This design comes from an exercise in tuning for small area, a short achievable clock period and few clock cycles per item on the open sky130 flow, not from production work. Only the layout flow was run in this run; the RTL was not checked for function there. Power figures rest on the tool's default switching activity, not on a simulated workload.

**design/flow/config.mk**
```make
export PLATFORM = sky130hd
export DESIGN_NAME = mmu_top
export DESIGN_NICKNAME = mmu_top
export VERILOG_FILES = /design/flow/design.v
export SDC_FILE = /design/flow/constraint.sdc
export NUM_CORES = 4
export LEC_CHECK = 0
export CAP_MARGIN = 20
export CORE_MARGIN = 2
export CORE_UTILIZATION = 45
export CTS_CLUSTER_DIAMETER = 80
export CTS_CLUSTER_SIZE = 20
export PLACE_DENSITY = 0.6
export SETUP_SLACK_MARGIN = 3.85
export SLEW_MARGIN = 20
export TNS_END_PERCENT = 10
```
**design/flow/constraint.sdc**
```tcl
create_clock -name core_clock -period 6.5 [get_ports {clk}]
set_input_delay 1.3000 -clock core_clock [delete_from_list [all_inputs] [get_ports {clk}]]
set_output_delay 1.3000 -clock core_clock [all_outputs]
set_load 0.01 [all_outputs]
```
**design/flow/design.v**
```verilog
`timescale 1ns/10ps
`default_nettype none
module pe_cell (
    input  wire                             clk,
    input  wire                             clr,       
    input  wire                             v,         
    input  wire        [12-1:0]    a_in,
    input  wire        [8-1:0]    b_in,
    output logic       [23-1:0]     acc
);
    wire [8:0] bx = {b_in[7], b_in};
    wire t0 = ((a_in[0] & bx[0]) | (a_in[1] & 1'b0)) ^ a_in[2];
    wire t1 = ((a_in[0] & bx[1]) | (a_in[1] & bx[0])) ^ a_in[2];
    wire t2 = ((a_in[0] & bx[2]) | (a_in[1] & bx[1])) ^ a_in[2];
    wire t3 = ((a_in[0] & bx[3]) | (a_in[1] & bx[2])) ^ a_in[2];
    wire t4 = ((a_in[0] & bx[4]) | (a_in[1] & bx[3])) ^ a_in[2];
    wire t5 = ((a_in[0] & bx[5]) | (a_in[1] & bx[4])) ^ a_in[2];
    wire t6 = ((a_in[0] & bx[6]) | (a_in[1] & bx[5])) ^ a_in[2];
    wire t7 = ((a_in[0] & bx[7]) | (a_in[1] & bx[6])) ^ a_in[2];
    wire t8 = ~(((a_in[0] & bx[8]) | (a_in[1] & bx[7])) ^ a_in[2]) & v;
    wire t9 = ((a_in[3] & bx[0]) | (a_in[4] & 1'b0)) ^ a_in[5];
    wire t10 = ((a_in[3] & bx[1]) | (a_in[4] & bx[0])) ^ a_in[5];
    wire t11 = ((a_in[3] & bx[2]) | (a_in[4] & bx[1])) ^ a_in[5];
    wire t12 = ((a_in[3] & bx[3]) | (a_in[4] & bx[2])) ^ a_in[5];
    wire t13 = ((a_in[3] & bx[4]) | (a_in[4] & bx[3])) ^ a_in[5];
    wire t14 = ((a_in[3] & bx[5]) | (a_in[4] & bx[4])) ^ a_in[5];
    wire t15 = ((a_in[3] & bx[6]) | (a_in[4] & bx[5])) ^ a_in[5];
    wire t16 = ((a_in[3] & bx[7]) | (a_in[4] & bx[6])) ^ a_in[5];
    wire t17 = ~(((a_in[3] & bx[8]) | (a_in[4] & bx[7])) ^ a_in[5]) & v;
    wire t18 = ((a_in[6] & bx[0]) | (a_in[7] & 1'b0)) ^ a_in[8];
    wire t19 = ((a_in[6] & bx[1]) | (a_in[7] & bx[0])) ^ a_in[8];
    wire t20 = ((a_in[6] & bx[2]) | (a_in[7] & bx[1])) ^ a_in[8];
    wire t21 = ((a_in[6] & bx[3]) | (a_in[7] & bx[2])) ^ a_in[8];
    wire t22 = ((a_in[6] & bx[4]) | (a_in[7] & bx[3])) ^ a_in[8];
    wire t23 = ((a_in[6] & bx[5]) | (a_in[7] & bx[4])) ^ a_in[8];
    wire t24 = ((a_in[6] & bx[6]) | (a_in[7] & bx[5])) ^ a_in[8];
    wire t25 = ((a_in[6] & bx[7]) | (a_in[7] & bx[6])) ^ a_in[8];
    wire t26 = ~(((a_in[6] & bx[8]) | (a_in[7] & bx[7])) ^ a_in[8]) & v;
    wire t27 = ((a_in[9] & bx[0]) | (a_in[10] & 1'b0)) ^ a_in[11];
    wire t28 = ((a_in[9] & bx[1]) | (a_in[10] & bx[0])) ^ a_in[11];
    wire t29 = ((a_in[9] & bx[2]) | (a_in[10] & bx[1])) ^ a_in[11];
    wire t30 = ((a_in[9] & bx[3]) | (a_in[10] & bx[2])) ^ a_in[11];
    wire t31 = ((a_in[9] & bx[4]) | (a_in[10] & bx[3])) ^ a_in[11];
    wire t32 = ((a_in[9] & bx[5]) | (a_in[10] & bx[4])) ^ a_in[11];
    wire t33 = ((a_in[9] & bx[6]) | (a_in[10] & bx[5])) ^ a_in[11];
    wire t34 = ((a_in[9] & bx[7]) | (a_in[10] & bx[6])) ^ a_in[11];
    wire t35 = ~(((a_in[9] & bx[8]) | (a_in[10] & bx[7])) ^ a_in[11]) & v;
    wire t36 = t6 ^ t13;
    wire t37 = t6 & t13;
    wire t38 = t7 ^ t14;
    wire t39 = t7 & t14;
    wire t40 = t8 ^ t15 ^ t22;
    wire t41 = (t8 & t15) | (t8 & t22) | (t15 & t22);
    wire t42 = t16 ^ t23;
    wire t43 = t16 & t23;
    wire t44 = t4 ^ t11;
    wire t45 = t4 & t11;
    wire t46 = t5 ^ t12;
    wire t47 = t5 & t12;
    wire t48 = t36 ^ t20 ^ t27;
    wire t49 = (t36 & t20) | (t36 & t27) | (t20 & t27);
    wire t50 = t37 ^ t38 ^ t21;
    wire t51 = (t37 & t38) | (t37 & t21) | (t38 & t21);
    wire t52 = t39 ^ t40 ^ t29;
    wire t53 = (t39 & t40) | (t39 & t29) | (t40 & t29);
    wire t54 = t41 ^ t42 ^ t30;
    wire t55 = (t41 & t42) | (t41 & t30) | (t42 & t30);
    wire t56 = t43 ^ t17 ^ t24;
    wire t57 = (t43 & t17) | (t43 & t24) | (t17 & t24);
    wire t58 = t25 ^ t32;
    wire t59 = t25 & t32;
    wire t60 = t2 ^ t9;
    wire t61 = t2 & t9;
    wire t62 = t3 ^ t10;
    wire t63 = t3 & t10;
    wire t64 = t44 ^ t18 ^ a_in[8];
    wire t65 = (t44 & t18) | (t44 & a_in[8]) | (t18 & a_in[8]);
    wire t66 = t45 ^ t46 ^ t19;
    wire t67 = (t45 & t46) | (t45 & t19) | (t46 & t19);
    wire t68 = t47 ^ t48 ^ a_in[11];
    wire t69 = (t47 & t48) | (t47 & a_in[11]) | (t48 & a_in[11]);
    wire t70 = t49 ^ t50 ^ t28;
    wire t71 = (t49 & t50) | (t49 & t28) | (t50 & t28);
    wire t72 = t51 ^ t52 ^ v;
    wire t73 = (t51 & t52) | (t51 & v) | (t52 & v);
    wire t74 = t53 ^ t54 ^ v;
    wire t75 = (t53 & t54) | (t53 & v) | (t54 & v);
    wire t76 = t55 ^ t56 ^ t31;
    wire t77 = (t55 & t56) | (t55 & t31) | (t56 & t31);
    wire t78 = t57 ^ t58 ^ v;
    wire t79 = (t57 & t58) | (t57 & v) | (t58 & v);
    wire t80 = t59 ^ t26 ^ t33;
    wire t81 = (t59 & t26) | (t59 & t33) | (t26 & t33);
    wire t82 = t34 ^ v;
    wire t83 = t34 & v;
    wire [15:0] r0 = {1'b0, t83, t81, t79, t77, t75, t73, t71, t69, t67, t65, t63, t61, t60, t1, t0};
    wire [15:0] r1 = {1'b0, t35, t82, t80, t78, t76, t74, t72, t70, t68, t66, t64, t62, a_in[5], 1'b0, a_in[2]};
    logic [15:0] s_q, c_q;
    logic        v_q;
    always_ff @(posedge clk) begin
        s_q <= r0;
        c_q <= r1;
        v_q <= v;
    end
    wire [22:0] x  = {{8{v_q & ~s_q[15]}}, s_q[14:0]};
    wire [22:0] y  = {7'd0, c_q};
    wire [22:0] hs = acc ^ x ^ y;
    wire [22:0] hc = (acc & x) | (acc & y) | (x & y);
    localparam int L = 12;
    logic cp;
    wire t10000 = hs[0] ^ 1'b0;
    wire t10001 = hs[1] ^ hc[0];
    wire t10002 = hs[2] ^ hc[1];
    wire t10003 = hs[3] ^ hc[2];
    wire t10004 = hs[4] ^ hc[3];
    wire t10005 = hs[5] ^ hc[4];
    wire t10006 = hs[6] ^ hc[5];
    wire t10007 = hs[7] ^ hc[6];
    wire t10008 = hs[8] ^ hc[7];
    wire t10009 = hs[9] ^ hc[8];
    wire t10010 = hs[10] ^ hc[9];
    wire t10011 = hs[11] ^ hc[10];
    wire t10012 = hs[0] & 1'b0;
    wire t10013 = hs[1] & hc[0];
    wire t10014 = hs[2] & hc[1];
    wire t10015 = hs[3] & hc[2];
    wire t10016 = hs[4] & hc[3];
    wire t10017 = hs[5] & hc[4];
    wire t10018 = hs[6] & hc[5];
    wire t10019 = hs[7] & hc[6];
    wire t10020 = hs[8] & hc[7];
    wire t10021 = hs[9] & hc[8];
    wire t10022 = hs[10] & hc[9];
    wire t10023 = hs[11] & hc[10];
    wire t10024 = t10013 | (t10001 & t10012);
    wire t10025 = t10001 & t10000;
    wire t10026 = t10015 | (t10003 & t10014);
    wire t10027 = t10003 & t10002;
    wire t10028 = t10017 | (t10005 & t10016);
    wire t10029 = t10005 & t10004;
    wire t10030 = t10019 | (t10007 & t10018);
    wire t10031 = t10007 & t10006;
    wire t10032 = t10021 | (t10009 & t10020);
    wire t10033 = t10009 & t10008;
    wire t10034 = t10023 | (t10011 & t10022);
    wire t10035 = t10011 & t10010;
    wire t10036 = t10014 | (t10002 & t10024);
    wire t10037 = t10002 & t10025;
    wire t10038 = t10026 | (t10027 & t10024);
    wire t10039 = t10027 & t10025;
    wire t10040 = t10018 | (t10006 & t10028);
    wire t10041 = t10006 & t10029;
    wire t10042 = t10030 | (t10031 & t10028);
    wire t10043 = t10031 & t10029;
    wire t10044 = t10022 | (t10010 & t10032);
    wire t10045 = t10010 & t10033;
    wire t10046 = t10034 | (t10035 & t10032);
    wire t10047 = t10035 & t10033;
    wire t10048 = t10016 | (t10004 & t10038);
    wire t10049 = t10004 & t10039;
    wire t10050 = t10028 | (t10029 & t10038);
    wire t10051 = t10029 & t10039;
    wire t10052 = t10040 | (t10041 & t10038);
    wire t10053 = t10041 & t10039;
    wire t10054 = t10042 | (t10043 & t10038);
    wire t10055 = t10043 & t10039;
    wire t10056 = t10020 | (t10008 & t10054);
    wire t10057 = t10008 & t10055;
    wire t10058 = t10032 | (t10033 & t10054);
    wire t10059 = t10033 & t10055;
    wire t10060 = t10044 | (t10045 & t10054);
    wire t10061 = t10045 & t10055;
    wire t10062 = t10046 | (t10047 & t10054);
    wire t10063 = t10047 & t10055;
    wire t10064 = t10001 ^ t10012;
    wire t10065 = t10002 ^ t10024;
    wire t10066 = t10003 ^ t10036;
    wire t10067 = t10004 ^ t10038;
    wire t10068 = t10005 ^ t10048;
    wire t10069 = t10006 ^ t10050;
    wire t10070 = t10007 ^ t10052;
    wire t10071 = t10008 ^ t10054;
    wire t10072 = t10009 ^ t10056;
    wire t10073 = t10010 ^ t10058;
    wire t10074 = t10011 ^ t10060;
    wire t10075 = hs[12] ^ hc[11];
    wire t10076 = hs[13] ^ hc[12];
    wire t10077 = hs[14] ^ hc[13];
    wire t10078 = hs[15] ^ hc[14];
    wire t10079 = hs[16] ^ hc[15];
    wire t10080 = hs[17] ^ hc[16];
    wire t10081 = hs[18] ^ hc[17];
    wire t10082 = hs[19] ^ hc[18];
    wire t10083 = hs[20] ^ hc[19];
    wire t10084 = hs[21] ^ hc[20];
    wire t10085 = hs[22] ^ hc[21];
    wire t10086 = hs[12] & hc[11];
    wire t10087 = hs[13] & hc[12];
    wire t10088 = hs[14] & hc[13];
    wire t10089 = hs[15] & hc[14];
    wire t10090 = hs[16] & hc[15];
    wire t10091 = hs[17] & hc[16];
    wire t10092 = hs[18] & hc[17];
    wire t10093 = hs[19] & hc[18];
    wire t10094 = hs[20] & hc[19];
    wire t10095 = hs[21] & hc[20];
    wire t10096 = hs[22] & hc[21];
    wire t10097 = t10086 | (t10075 & cp);
    wire t10098 = t10087 | (t10076 & t10097);
    wire t10099 = t10076 & t10075;
    wire t10100 = t10089 | (t10078 & t10088);
    wire t10101 = t10078 & t10077;
    wire t10102 = t10091 | (t10080 & t10090);
    wire t10103 = t10080 & t10079;
    wire t10104 = t10093 | (t10082 & t10092);
    wire t10105 = t10082 & t10081;
    wire t10106 = t10095 | (t10084 & t10094);
    wire t10107 = t10084 & t10083;
    wire t10108 = t10088 | (t10077 & t10098);
    wire t10109 = t10077 & t10099;
    wire t10110 = t10100 | (t10101 & t10098);
    wire t10111 = t10101 & t10099;
    wire t10112 = t10092 | (t10081 & t10102);
    wire t10113 = t10081 & t10103;
    wire t10114 = t10104 | (t10105 & t10102);
    wire t10115 = t10105 & t10103;
    wire t10116 = t10096 | (t10085 & t10106);
    wire t10117 = t10085 & t10107;
    wire t10118 = t10090 | (t10079 & t10110);
    wire t10119 = t10079 & t10111;
    wire t10120 = t10102 | (t10103 & t10110);
    wire t10121 = t10103 & t10111;
    wire t10122 = t10112 | (t10113 & t10110);
    wire t10123 = t10113 & t10111;
    wire t10124 = t10114 | (t10115 & t10110);
    wire t10125 = t10115 & t10111;
    wire t10126 = t10094 | (t10083 & t10124);
    wire t10127 = t10083 & t10125;
    wire t10128 = t10106 | (t10107 & t10124);
    wire t10129 = t10107 & t10125;
    wire t10130 = t10116 | (t10117 & t10124);
    wire t10131 = t10117 & t10125;
    wire t10132 = t10075 ^ cp;
    wire t10133 = t10076 ^ t10097;
    wire t10134 = t10077 ^ t10098;
    wire t10135 = t10078 ^ t10108;
    wire t10136 = t10079 ^ t10110;
    wire t10137 = t10080 ^ t10118;
    wire t10138 = t10081 ^ t10120;
    wire t10139 = t10082 ^ t10122;
    wire t10140 = t10083 ^ t10124;
    wire t10141 = t10084 ^ t10126;
    wire t10142 = t10085 ^ t10128;
    wire lo_co = t10062;
    wire [22:0] nx = {t10142, t10141, t10140, t10139, t10138, t10137, t10136, t10135, t10134, t10133, t10132, t10074, t10073, t10072, t10071, t10070, t10069, t10068, t10067, t10066, t10065, t10064, t10000};
    always_ff @(posedge clk) begin
        acc <= clr ? 23'd0 : nx;
        cp  <= clr ? 1'b0  : lo_co;
    end
endmodule
`default_nettype wire
`timescale 1ns/10ps
`default_nettype none
module systolic_grid (
    input  wire                                 clk,
    input  wire                                 clr,
    input  wire                                 v,         
    input  wire [4*12-1:0]       a_q,
    input  wire [4*8-1:0]        b_q,
    output wire [4*4*23-1:0]  sums       
);
    localparam int N = 4;
    localparam int W = 8;
    localparam int E = 12;
    localparam int S = 23;
    for (genvar i = 0; i < N; i++) begin : g_row
        for (genvar j = 0; j < N; j++) begin : g_col
            pe_cell pe_i (
                .clk  (clk),
                .clr  (clr),
                .v    (v),
                .a_in (a_q[i*E +: E]),
                .b_in (b_q[j*W +: W]),
                .acc  (sums[(i*N+j)*S +: S])
            );
        end
    end
endmodule
`default_nettype wire
`timescale 1ns/10ps
`default_nettype none
module operand_skew (
    input  wire                            clk,
    input  wire                            rst_n,
    input  wire                            step,
    input  wire                            last,
    input  wire [4*8-1:0]   a_vec,
    input  wire [4*8-1:0]   b_vec,
    output logic [4*12-1:0] a_q,
    output logic [4*8-1:0]  b_q,
    output logic                           step_q,
    output logic                           last_q
);
    localparam int W = 8;
    localparam int E = 12;
    logic [4*E-1:0] a_enc;
    always_comb begin
        for (int i = 0; i < 4; i++) begin
            for (int k = 0; k < 4; k++) begin
                logic x2, x1, x0;
                x2 = a_vec[i*W + 2*k + 1];
                x1 = a_vec[i*W + 2*k];
                x0 = (k == 0) ? 1'b0 : a_vec[i*W + 2*k - 1];
                a_enc[i*E + 3*k]     = step && (x1 ^ x0);                           
                a_enc[i*E + 3*k + 1] = step && ((x2 && !x1 && !x0) || (!x2 && x1 && x0));  
                a_enc[i*E + 3*k + 2] = step && x2;                                  
            end
        end
    end
    always_ff @(posedge clk) begin
        a_q <= a_enc;
        b_q <= b_vec;
    end
    always_ff @(posedge clk or negedge rst_n) begin
        if (!rst_n) begin
            step_q  <= 1'b0;
            last_q  <= 1'b0;
        end else begin
            step_q  <= step;
            last_q  <= step && last;
        end
    end
endmodule
`default_nettype wire
`timescale 1ns/10ps
`default_nettype none
module mmu_sequencer (
    input  wire                   clk,
    input  wire                   rst_n,
    input  wire                   start,
    input  wire [8-1:0] k_len,
    input  wire                   in_valid,
    output wire                   step,        
    output wire                   last,        
    output wire                   skip,        
    output logic                  busy
);
    logic                   skip_q;      
    logic [8-1:0] rem_q;       
    wire accept = start && !busy;
    assign step  = in_valid && busy && !skip_q;
    assign skip  = skip_q;
    assign last  = (rem_q == 8'(1));
    always_ff @(posedge clk or negedge rst_n) begin
        if (!rst_n) begin
            busy   <= 1'b0;
            skip_q <= 1'b0;
        end else begin
            skip_q <= accept;
            if (accept)
                busy <= 1'b1;
            else if (step && last)
                busy <= 1'b0;
        end
    end
    always_ff @(posedge clk) begin
        if (accept)
            rem_q <= k_len;
        else if (step)
            rem_q <= rem_q - 1'b1;
    end
endmodule
`default_nettype wire
`timescale 1ns/10ps
`default_nettype none
module result_buffer (
    input  wire                                 clk,
    input  wire                                 rst_n,
    input  wire                                 save,
    input  wire [4*4*23-1:0]  sums,
    input  wire                                 rd_en,
    input  wire [2-1:0]                rd_row,
    output logic                                rd_valid,
    output logic [4*24-1:0]        rd_data
);
    localparam int N  = 4;
    localparam int S  = 23;
    localparam int A  = 24;
    localparam int RW = N*S;
    logic [N*RW-1:0] grid_q;      
    logic            have_q;      
    logic [RW-1:0]   row_q;       
    always_ff @(posedge clk) begin
        if (save)
            grid_q <= sums;
    end
    always_ff @(posedge clk or negedge rst_n) begin
        if (!rst_n) begin
            have_q   <= 1'b0;
            rd_valid <= 1'b0;
        end else begin
            have_q   <= have_q || save;
            rd_valid <= rd_en;
        end
    end
    always_ff @(posedge clk) begin
        row_q <= have_q ? grid_q[rd_row*RW +: RW] : '0;
    end
    for (genvar j = 0; j < N; j++) begin : g_col
        assign rd_data[j*A +: A] = {{(A-S){row_q[j*S+S-1]}}, row_q[j*S +: S]};
    end
endmodule
`default_nettype wire
`timescale 1ns/10ps
`default_nettype none
module mmu_top (
    input  wire                        clk,
    input  wire                        rst_n,
    input  wire                        start,
    input  wire [8-1:0]      k_len,
    input  wire                        in_valid,
    input  wire [4*8-1:0] a_vec,
    input  wire [4*8-1:0] b_vec,
    input  wire                        rd_en,
    input  wire [2-1:0]       rd_row,
    output wire                        busy,
    output wire                        done,
    output wire                        rd_valid,
    output wire [4*24-1:0]  rd_data
);
    wire                               step, last, skip;
    wire [4*12-1:0]     a_q;
    wire [4*8-1:0]      b_q;
    wire                               step_q, last_q;
    wire [4*4*23-1:0] sums;
    mmu_sequencer seq_i (
        .clk      (clk),
        .rst_n    (rst_n),
        .start    (start),
        .k_len    (k_len),
        .in_valid (in_valid),
        .step     (step),
        .last     (last),
        .skip     (skip),
        .busy     (busy)
    );
    localparam int SV = 1 + 1;     
    logic [SV+1:0] last_sr;
    always_ff @(posedge clk or negedge rst_n) begin
        if (!rst_n)
            last_sr <= '0;
        else
            last_sr <= (last_sr << 1) | (SV+2)'(last_q);
    end
    wire save = last_sr[SV];
    assign done = last_sr[SV+1];
    logic [1:0] clr_sr;
    always_ff @(posedge clk or negedge rst_n) begin
        if (!rst_n)
            clr_sr <= '0;
        else
            clr_sr <= (clr_sr << 1) | (1+1)'(skip);
    end
    wire clr = clr_sr[1];
    operand_skew in_i (
        .clk     (clk),
        .rst_n   (rst_n),
        .step    (step),
        .last    (last),
        .a_vec   (a_vec),
        .b_vec   (b_vec),
        .a_q     (a_q),
        .b_q     (b_q),
        .step_q  (step_q),
        .last_q  (last_q)
    );
    systolic_grid grid_i (
        .clk  (clk),
        .clr  (clr),
        .v    (step_q),
        .a_q  (a_q),
        .b_q  (b_q),
        .sums (sums)
    );
    result_buffer rbuf_i (
        .clk      (clk),
        .rst_n    (rst_n),
        .save     (save),
        .sums     (sums),
        .rd_en    (rd_en),
        .rd_row   (rd_row),
        .rd_valid (rd_valid),
        .rd_data  (rd_data)
    );
endmodule
`default_nettype wire
```
**design/flow/run.sh**
```bash
#!/bin/bash
# synth_recipe.tcl (not shown) runs the flow's synth.tcl, then flattens the netlist and writes it again
# the make line also repeats each setting of config.mk as NAME=value (left out here)
make -C /OpenROAD-flow-scripts/flow DESIGN_CONFIG=/design/flow/config.mk WORK_HOME=/design/flow/orfs CLKGATE_MAP_FILE= SYNTH_SCRIPT=/design/flow/synth_recipe.tcl finish
```
==> out/results.ini <==
[timing]
worst_pin_slew_ns = 1.088
hold_slack_ns = 0.3567
period_share = 0.4812
slew_violations = 0
clock.fmax_mhz = 319.7
setup-violations-final = 0
rsz0062_at_grt = true
min_period_ns = 3.128
max-slew-margin-rel = 0.2746
tns_ns = 0
finalClockSkew_ns = 0.04400
hold_violations = 0

[grt]
antenna_found_initial = 13
grt_pass1_wl_um = 315300
grt_usage = 0.2488
grt_pass1_vias = 49800
grt-ovfl-total = 0
grt_max_degree = 136

[setup_path]
worstPathMaxFanout = 2
cp.required_ns = 7.09
worstPathArrival_ns = 3.72
path_class = register to register
r2r_cells = 11
endpoint_kind = register
crit_path_start_kind = register

[cells_and_area]
fillCellCount = 14240
post-route-cell-area_um2 = 85760
synthToLayoutAreaGrowth_pct = 14.92
drive_above_1_share = 0.1431
instances_no_fill = 8746
multiInputGateArea_um2 = 40320
fin_nets = 7706
seq_area_um2 = 31770

[floorplan]
dieArea_um2 = 169100
start_util = 0.4528
die_w_um = 411.2
std_cell_rows = 149
core-area_um2 = 164800
ios = 178
die_height_um = 411.2

[routing]
vias = 48450
drtIter0Drc = 3675
wl_per_cell_um = 24.38
dr.pass1.iters = 5
post_drt_via_cell_ratio = 5.539
antenna_left = 0
finalWirelength_um = 213200
drcViolationCount = 0

[hold_path]
hold_path.class = register to register
holdPathStages = 0

[logic_synthesis]
syn_inst = 6241
synth.distinct_cells = 54
ys_seq_elements = 1385
synth_flop_cell = dfxtp_1
yosysWarnings = 5
syn_area_um2 = 74620
avgSynthCellArea_um2 = 11.96
synth.yosys.seq_area_share = 0.4228
synth-edff-count = 376
syn_nets = 7474
async_flop_share = 0.008664

[clock_network]
cts_root_buffer = clkbuf_16
tritoncts = done
clk_path_buf_depth = 3
clk_pin_slew_worst_paths_ns = 0.09
cts_made_buffers = 99
cts_max_level = 3
cts_hold_buffers = 0
cts_sinks = 1385
insertion_delay_ns = 0.75

[power]
leakagePower_nw = 34.77
total_power_mw = 54.61
power_density_nw_per_um2 = 636.8
ir_drop_v = 0.0003019

[placed_design]
port_buffers = 177
dp_hpwl_um = 131400
dp_cells = 8325
dpl-instance-area_um2 = 78380
place_congestion = 0.8425

[run]
cap_violations = 0

[outcome]
status = complete, no violations

[state kept, by name, indices dropped and copies added, names as in the netlist, 4 cells and up]
signal	count
grid_i.g_row.g_col.pe_i.c_q	200
in_i.a_q	48
rbuf_i.grid_q	368
seq_i.rem_q	8
last_sr	4
grid_i.g_row.g_col.pe_i.s_q	240
rbuf_i.row_q	92
in_i.b_q	32
grid_i.g_row.g_col.pe_i.cp	16
grid_i.g_row.g_col.pe_i.acc	368
[critical path, stage by stage, from the launching register on]
cell and delay (ns):
dfxtp_2 0.33, fa_1 0.54, inv_2 0.05, fa_2 0.45, fa_2 0.44, nor2b_4 0.15, o211ai_2 0.10, a21oi_2 0.13
a211o_1 0.14, a21oi_2 0.07, fa_2 0.51, nor2_1 0.04
[per-layer routing]
| layer | routed length (um) | GRT usage | up-vias |
|---|---|---|---|
| li1 | - | - | 21750 |
| met2 | 96960 | 0.3969 | 1814 |
| met1 | 89590 | 0.3350 | 24420 |
| met5 | 46 | 0 | - |
| met4 | 10640 | 0.1041 | 6 |
| met3 | 16000 | 0.04300 | 459 |
[cell usage after synthesis, types with 21 or more instances]
cell,n,area (um2)
nor2_1,316,1186
mux2_2,54,608.1
a22oi_1,448,3363
a21oi_1,169,845.8
dfxtp_1,997,19960
buf_1,21,78.83
nor2b_1,125,782.0
nand2b_1,27,168.9
mux4_2,92,2072
ha_1,578,7232
nand4_1,30,187.7
a21o_1,66,495.5
nor3_1,73,365.4
xor2_1,146,1279
fa_1,576,11530
clkbuf_1,232,870.8
o21ai_0,113,565.5
buf_2,105,525.5
xnor2_1,583,5106
edfxtp_1,376,11290
o21a_1,33,247.7
nand2_1,220,825.8
inv_1,456,1712
nor3b_1,33,247.7
and2_1,112,700.7
o211ai_1,27,202.7
[stage by stage]
| step | setup WS [ns] | utilization |
|---|---|---|
| global route | 3.247 | 0.5203 |
| CTS | 3.339 | 0.5129 |
| global placement | 2.886 | 0.4754 |
| detailed placement | 2.826 | 0.4756 |
| floorplan | 3.265 | - |
| finish | 3.372 | 0.5204 |
[report_power, final]
group | internal, mW | switching (mW) | leakage [nW]
clock network | 3.23 | 3.41 | 1.63
registers | 12.7 | 2.17 | 11.9
logic | 15.8 | 17.2 | 21.2
total | 31.8 | 22.8 | 34.8
[cell usage in the layout, fill, tap and decap left out, types with 123 or more instances in the layout]
| master | netlist | layout |
|---|---|---|
| dfxtp_1 | 997 | 907 |
| xnor2_1 | 583 | 581 |
| ha_1 | 578 | 572 |
| fa_1 | 576 | 502 |
| inv_1 | 456 | 444 |
| a22oi_1 | 448 | 438 |
| edfxtp_1 | 376 | 376 |
| nor2_1 | 316 | 316 |
| nand2_1 | 220 | 220 |
| buf_4 | 6 | 209 |
| clkdlybuf4s50_1 | 0 | 175 |
| xor2_1 | 146 | 146 |
| a21oi_1 | 169 | 131 |
| nor2b_1 | 125 | 123 |
[kinds of logic after synthesis]
| group | count (synthesis) | share of synthesized area |
|---|---|---|
| adders and majority gates | 1154 | 0.2514 |
| DFF | 1385 | 0.4228 |
| AOI/OAI and AO/OA | 970 | 0.08925 |
| and+or+nand+nor | 1021 | 0.06982 |
| buffers and inverters | 834 | 0.04492 |
| muxes | 148 | 0.03622 |
| xor gates and xnor gates | 729 | 0.08556 |
[area by class of cell]
cell class / instances / area share
clock buffers: 130 / 0.03208
diodes: 2 / 0.00005836
well taps: 2189 / 0.03194
repair buffers: 504 / 0.06799
multi-input cells: 4022 / 0.4702
flip-flops and latches: 1385 / 0.3704
inverters: 461 / 0.02043
clock inverters: 53 / 0.006915
[path summary, 6_finish.rpt]
kind,startpoint,to,slack [ns]
max in group asynchronous,rst_n,in_i.step_q,5.02
max,grid_i.g_row[2].g_col[0].pe_i.c_q[12],grid_i.g_row[2].g_col[0].pe_i.acc[20],3.37
min,in_i.last_q,last_sr[0],0.36
min reg2reg,in_i.last_q,last_sr[0],0.36
min in group asynchronous,rst_n,seq_i.skip_q,0.97
max reg2reg,grid_i.g_row[2].g_col[0].pe_i.c_q[12],grid_i.g_row[2].g_col[0].pe_i.acc[20],3.37
[timing repair]
item,in CTS,in global routing
gates resized for setup,296,164
pin swaps,163,93
setup buffers,154,59
cloned,13,10
setup endpoints to repair,578,452

[afterwards: timing with drivers on the ports]
Ports are ideal in the flow. The routed layout listed here was re-timed in OpenROAD. Step 1 sets driving cells, clkbuf_16 on the clock port and buf_2 on the other inputs (assumed; they add their load-dependent delay and slew). Step 2 times the ports against the registers' clock, not the clock port: input delays grow and output delays shrink by t, the midpoint of the rising clock arrivals with the driver on. a / b / c = no drivers / after step 1 / after step 2; a / b = the first two.
shift t [ns]: 0.809
setup slack, ns: 3.372 / 3.372 / 2.824
hold WS [ns]: 0.357 / 0.357 / 0.357
latest minus earliest clock arrival (ns): 0.050 / 0.049
After both steps setup and hold are still met in this run. For this run, drivers alone change the setup slack by 0.000 ns; drivers and shift together by -0.548 ns.
